Context: an optimization exercise on an open-source flow, tuned for small area. The choices shown serve that exercise and are no tape-out recipe. In this exercise RTL edits were held to simulation tests only and were not proved equivalent to the original. No driver is modelled on the clock port, so clocking that relies on it looks cheaper here than on a real chip.

## job 101
## rp_lock_top
module rp_lock_top (
  input  logic         adc_clk,
  input  logic         rst_n_i,
  input  logic [31:0]  adc_dat_i,
  input  logic         digital_loop_i,
  input  logic [93:0]  pid_cfg_i,
  input  logic [83:0]  limit_cfg_i,
  output logic [13:0]  dac_dat_o,
  output logic         dac_sel_o,
  output logic [3:0]   railed_o
);
clock: 13.0 ns
lec_check: 0
cap_margin: 5
core_margin: 2
core_utilization: 40
gpl_timing_driven: 0
slew_margin: 5
synth_hierarchical: 1
synth_minimum_keep_size: 0
standard.sh (not shown) runs the stock make flow with config.mk's settings and CLKGATE_MAP_FILE= SYNTH_SCRIPT=/design/flow/synth_recipe.tcl, a recipe that flattens the netlist after the stock synthesis.
==> flow/flow/run.sh <==
#!/bin/bash
# Layout flow: the standard ORFS flow (standard.sh, with its unchanged synthesis), with
#  - the buffers Yosys/ABC inserted removed at floorplan (repair_design later buffers what
#    the placed design needs),
#  - the port buffers that global placement inserts made of the smallest buffer cell,
#  - after placement repair, cells on paths with spare slack sized down (flow/recover.tcl),
#  - clock tree synthesis without dummy load cells, from clkbuf_8 leaf buffers driving small clusters.
# make's full output goes to flow_make.log; each ORFS step logs under orfs/logs/.
set -euo pipefail
cd "$(dirname "$0")/.."
bash standard.sh \
  REMOVE_ABC_BUFFERS=1 \
  BUFFER_PORTS_ARGS="-buffer_cell sky130_fd_sc_hd__buf_1" \
  POST_RESIZE_TCL="$PWD/flow/recover.tcl" \
  CTS_ARGS="-sink_clustering_enable -repair_clock_nets -dont_use_dummy_load -root_buf sky130_fd_sc_hd__clkbuf_16 -buf_list sky130_fd_sc_hd__clkbuf_8 -sink_clustering_size 10 -sink_clustering_max_diameter 60" \
  finish > flow_make.log 2>&1
==> flow/flow/recover.tcl <==
# After placement repair: downsize cells on paths that have slack to spare (the
# resizer's power recovery), so that cells Yosys/ABC sized up for speed shrink back.
log_cmd estimate_parasitics -placement
log_cmd repair_timing -recover_power 100 -setup_margin 0.5
report_worst_slack
In job 101 the implementation completed, yet the final layout does not meet the checks, the culprit being max-capacitance violations.
For job 102, these inputs were changed with respect to job 101:
# job 101
export LEC_CHECK = 0
export CAP_MARGIN = 5
export CORE_MARGIN = 2
export CORE_UTILIZATION = 40
export GPL_TIMING_DRIVEN = 0
export SLEW_MARGIN = 5
export SYNTH_HIERARCHICAL = 1
export SYNTH_MINIMUM_KEEP_SIZE = 0
create_clock -name core_clock -period 13.0 [get_ports {adc_clk}]
# job 102
export LEC_CHECK = 0
export CAP_MARGIN = 5
export CORE_MARGIN = 2
export CORE_UTILIZATION = 40
export GPL_TIMING_DRIVEN = 0
export PLACE_DENSITY = 0.7
export SLEW_MARGIN = 5
export SYNTH_HIERARCHICAL = 1
export SYNTH_MINIMUM_KEEP_SIZE = 0
create_clock -name core_clock -period 13.0 [get_ports {adc_clk}]
[summary]
Job 102 was carried through to the last stage, and its layout satisfied the timing, DRC and antenna checks. From job 101 to job 102 the numbers moved as follows: finished layout cell area shows no meaningful change, via count now larger. Job 102 reports its end point of the critical path as g_ch[1].i_pid.integ_nq[6] while job 101 reports g_ch[1].i_pid.integ_nq[8]. In the metrics for job 101 and job 102, the one carrying the higher data arrival time at the worst-slack endpoint is job 102. Job 102 vs. job 101: quantity of gates resized following cts went up by 2. Fmax in job 102 is 0.44 MHz below job 101. Shortest clock period the worst path allows after layout: job 102 > job 101.


== v28 ==
Another version of the RTL of rp_lock_top (not shown whole).
Size: about 3400 cells after synthesis, roughly 160 flip-flops, about 230 I/O pins.
clock: 13.0 ns
lec_check: 0
cap_margin: 5
core_margin: 2
core_utilization: 40
gpl_timing_driven: 0
slew_margin: 5
synth_hierarchical: 1
synth_minimum_keep_size: 0
Scripts as last shown in full above: flow/flow/run.sh, flow/flow/recover.tcl
diff inputs: v28 => v5
==> flow/flow/run.sh <==
#!/bin/bash
# Layout flow: the standard ORFS flow (standard.sh, with its unchanged synthesis), with
#  - the buffers Yosys/ABC inserted removed at floorplan (repair_design later buffers what
#    the placed design needs),
#  - the port buffers that global placement inserts made of the smallest buffer cell,
#  - after placement repair, cells on paths with spare slack sized down (flow/recover.tcl),
#  - clock tree synthesis without dummy load cells (ORFS's CTS arguments otherwise).
# make's full output goes to flow_make.log; each ORFS step logs under orfs/logs/.
set -euo pipefail
cd "$(dirname "$0")/.."
bash standard.sh \
  REMOVE_ABC_BUFFERS=1 \
  BUFFER_PORTS_ARGS="-buffer_cell sky130_fd_sc_hd__buf_1" \
  POST_RESIZE_TCL="$PWD/flow/recover.tcl" \
  CTS_ARGS="-sink_clustering_enable -repair_clock_nets -dont_use_dummy_load" \
  finish > flow_make.log 2>&1
==> flow/flow/recover.tcl <==
# After placement repair: downsize cells on paths that have slack to spare (the
# resizer's power recovery), so that cells Yosys/ABC sized up for speed shrink back.
log_cmd estimate_parasitics -placement
log_cmd repair_timing -recover_power 100 -setup_margin 0.1
report_worst_slack
[summary]
- Taking v28 as the reference, in v5 first-iteration DRC count fell by 50, final design instance area without fill rose by 0.48%, clock skew fell by 0.015 ns, final cycle utilization of the critical path fell by 0.45 points.
- Sequential share of layout area of v28 is on par with v5.
- On number of global-route vias before repair, v5 and v28 are neck and neck.
- In v5 the global-route met3 utilization turned out 0.27 points lower than in v28.
- Wire length essentially unchanged between v5 and v28.
- Between v5 and v28, the difference in number of non-filler instances in the completed layout is negligible.
- Register-to-register slack essentially unchanged between v5 and v28.


## run A
Starting RTL as in the previous note.
## rp_lock_top
module rp_lock_top (
  input  logic         adc_clk,
  input  logic         rst_n_i,
  input  logic [31:0]  adc_dat_i,
  input  logic         digital_loop_i,
  input  logic [93:0]  pid_cfg_i,
  input  logic [83:0]  limit_cfg_i,
  output logic [13:0]  dac_dat_o,
  output logic         dac_sel_o,
  output logic [3:0]   railed_o
);
==> flow/config.mk <==
export PLATFORM = sky130hd
export DESIGN_NAME = rp_lock_top
export DESIGN_NICKNAME = rp_lock_top
export VERILOG_FILES = /design/flow/design.v
export SDC_FILE = /design/flow/constraint.sdc
export NUM_CORES = 4
export LEC_CHECK = 0
export CAP_MARGIN = 10
export CORE_MARGIN = 2
export CORE_UTILIZATION = 40
export GPL_TIMING_DRIVEN = 0
export SLEW_MARGIN = 10
export SYNTH_HIERARCHICAL = 1
export SYNTH_MINIMUM_KEEP_SIZE = 0
==> flow/constraint.sdc <==
create_clock -name core_clock -period 13.0 [get_ports {adc_clk}]
set_input_delay 2.6000 -clock core_clock [delete_from_list [all_inputs] [get_ports {adc_clk}]]
set_output_delay 2.6000 -clock core_clock [all_outputs]
set_load 0.01 [all_outputs]
==> flow/flow/run.sh <==
#!/bin/bash
# Layout flow: the standard ORFS flow (standard.sh, with its unchanged synthesis), with
#  - the buffers Yosys/ABC inserted removed at floorplan (repair_design later buffers what
#    the placed design needs),
#  - the port buffers that global placement inserts made of the smallest buffer cell,
#  - after placement repair and again after clock tree synthesis, cells on paths with spare
#    slack sized down (flow/recover.tcl, flow/recover_cts.tcl),
#  - clock tree synthesis without dummy load cells, from clkbuf_8 leaf buffers driving small clusters.
# make's full output goes to flow_make.log; each ORFS step logs under orfs/logs/.
set -euo pipefail
cd "$(dirname "$0")/.."
bash standard.sh \
  REMOVE_ABC_BUFFERS=1 \
  BUFFER_PORTS_ARGS="-buffer_cell sky130_fd_sc_hd__buf_1" \
  POST_RESIZE_TCL="$PWD/flow/recover.tcl" \
  POST_CTS_TCL="$PWD/flow/recover_cts.tcl" \
  CTS_ARGS="-sink_clustering_enable -repair_clock_nets -dont_use_dummy_load -root_buf sky130_fd_sc_hd__clkbuf_16 -buf_list sky130_fd_sc_hd__clkbuf_8 -sink_clustering_size 10 -sink_clustering_max_diameter 60" \
  finish > flow_make.log 2>&1
==> flow/flow/recover.tcl <==
# After placement repair: downsize cells on paths that have slack to spare (the
# resizer's power recovery), so that cells Yosys/ABC sized up for speed shrink back.
log_cmd estimate_parasitics -placement
log_cmd repair_timing -recover_power 100 -setup_margin 0.5
report_worst_slack
==> flow/flow/recover_cts.tcl <==
# After clock tree synthesis and its repair: with the clock tree in place, downsize cells
# on paths with spare slack (the resizer's power recovery); smaller cells keep the
# placement legal. Global routing's repair runs afterwards as usual.
set_propagated_clock [all_clocks]
log_cmd estimate_parasitics -placement
log_cmd repair_timing -recover_power 100 -setup_margin 0.2
report_worst_slack
Modified inputs, run B compared to run A
- setting PLACE_DENSITY to 0.7 for the first time
- changing SLEW_MARGIN from 10 to 5
- changing CAP_MARGIN from 10 to 5
==> flow/flow/run.sh <==
#!/bin/bash
# Layout flow: the standard ORFS flow (standard.sh, with its unchanged synthesis), with
#  - the buffers Yosys/ABC inserted removed at floorplan (repair_design later buffers what
#    the placed design needs),
#  - the port buffers that global placement inserts made of the smallest buffer cell,
#  - after floorplan and again after placement repair, cells on paths with spare slack sized
#    down (flow/recover_fp.tcl, flow/recover.tcl),
#  - clock tree synthesis without dummy load cells, from clkbuf_8 leaf buffers driving small clusters.
# make's full output goes to flow_make.log; each ORFS step logs under orfs/logs/.
set -euo pipefail
cd "$(dirname "$0")/.."
bash standard.sh \
  REMOVE_ABC_BUFFERS=1 \
  BUFFER_PORTS_ARGS="-buffer_cell sky130_fd_sc_hd__buf_1" \
  POST_FLOORPLAN_TCL="$PWD/flow/recover_fp.tcl" \
  POST_RESIZE_TCL="$PWD/flow/recover.tcl" \
  CTS_ARGS="-sink_clustering_enable -repair_clock_nets -dont_use_dummy_load -root_buf sky130_fd_sc_hd__clkbuf_16 -buf_list sky130_fd_sc_hd__clkbuf_8 -sink_clustering_size 10 -sink_clustering_max_diameter 60" \
  finish > flow_make.log 2>&1
==> flow/flow/recover_fp.tcl (new file) <==
# After floorplan (before placement, so with ideal wires): downsize cells that synthesis
# sized up for speed, keeping 0.6 ns of setup slack for the wires; placement and the
# later repair steps size up or buffer again wherever the placed design needs it.
log_cmd repair_timing -recover_power 100 -setup_margin 0.6
report_worst_slack
removed: flow/flow/recover_cts.tcl
Results
Final setup violation count delta (run A -> run B): insignificant. The biggest fanout along the worst timing path in run B was lower than what run A gave. Run A has higher total global routing track utilization than run B. Going from run A to run B, wire length shrank slightly. Run A and run B ended up with roughly the same utilization after layout. [run B] met1 usage in global routing fell 2.9 points relative to run A. Run B reports its worst setup path endpoint as g_ch[0].i_pid.ctrl_q[2] while run A reports g_ch[1].i_pid.integ_nq[9].
> inputs changed (run B -> run C)
==> flow/flow/recover_fp.tcl <==
# After floorplan (before placement, so with ideal wires): downsize cells that synthesis
# sized up for speed, keeping 1.0 ns of setup slack for the wires; placement and the
# later repair steps size up or buffer again wherever the placed design needs it.
log_cmd repair_timing -recover_power 100 -setup_margin 1.0
report_worst_slack
Notes after the runs:
Comparing run B against run C, there is no change at all in simple-gate area share of the yosys netlist.
There was hardly any difference in number of clock-tree buffers in the layout between run C and run B.
Comparing run C against run B, there is no change at all in synthesized area per cell.
Arrival time reported for the critical path endpoint across run C and run B: no real change.
Relative to run C, the following input files were edited for run D:
-- flow/flow/run.sh --
<<< run C, line 5
#  - the port buffers that global placement inserts made of the smallest buffer cell,
#  - after floorplan and again after placement repair, cells on paths with spare slack sized
#    down (flow/recover_fp.tcl, flow/recover.tcl),
#  - clock tree synthesis without dummy load cells, from clkbuf_8 leaf buffers driving small clusters.
>>> run D, line 5
#  - the port buffers that global placement inserts made of the smallest buffer cell,
#  - after placement repair, cells on paths with spare slack sized down (flow/recover.tcl),
#  - clock tree synthesis without dummy load cells, from clkbuf_8 leaf buffers driving small clusters.
<<< run C, line 14
  BUFFER_PORTS_ARGS="-buffer_cell sky130_fd_sc_hd__buf_1" \
  POST_FLOORPLAN_TCL="$PWD/flow/recover_fp.tcl" \
  POST_RESIZE_TCL="$PWD/flow/recover.tcl" \
>>> run D, line 13
  BUFFER_PORTS_ARGS="-buffer_cell sky130_fd_sc_hd__buf_1" \
  POST_RESIZE_TCL="$PWD/flow/recover.tcl" \
removed: flow/flow/recover_fp.tcl
==> comparison <==
- Run D ran to completion and came out clean on the timing, DRC and antenna checks.
- Re share of the clock period used by the worst path after layout: run D is 0.37 points up on run C.
- In run D, the maximum single-stage delay on the critical path came out 0.37 ns below the value in run C.
- Compared to run C, the routing of run D uses less wire.
- From run C to run D the numbers moved as follows: wire length on met1 fell 2.4%, remaining max-slew budget at the tightest pin picked up an extra 3.5 points, clock transition at the register clock pins on the worst setup and hold paths after CTS saw little to no change.

==> what the ideal ports hide <==
How much do the figures lean on ideal ports? The routed layouts below were timed once more, with nothing changed but the port constraints. Step 1: set_driving_cell puts a clkbuf_16 on adc_clk and a buf_2 on each other input, an assumption about the parent block. Step 2 moves the port delays by t, midway between the first and last clock arrival at a register: inputs arrive t later, outputs are due t later. That takes back most of the time a late clock gives input paths. a / b / c = ideal / step 1 / step 2; a / b = the first two.
run | t (ns) | setup slack, ns | worst hold slack (ns)
job 101 | 0.510 | 0.485 / 0.508 / -0.003 | 0.359 / 0.359 / 0.359
job 102 | 0.456 | 0.415 / 0.431 / -0.025 | 0.422 / 0.422 / 0.422
v28 | 0.494 | 0.468 / 0.492 / -0.002 | 0.419 / 0.419 / 0.419
v5 | 0.544 | 0.526 / 0.551 / 0.007 | 0.420 / 0.420 / 0.420
run A | 0.503 | 0.557 / 0.579 / 0.076 | 0.401 / 0.401 / 0.401
run B | 0.468 | 0.512 / 0.536 / 0.068 | 0.446 / 0.446 / 0.446
run C | 0.468 | 0.512 / 0.536 / 0.068 | 0.446 / 0.446 / 0.446
run D | 0.461 | 0.464 / 0.494 / 0.033 | 0.407 / 0.407 / 0.407
The setup slack of v5, which loses most, moves by +0.025 ns with the drivers and by -0.519 ns with both steps.
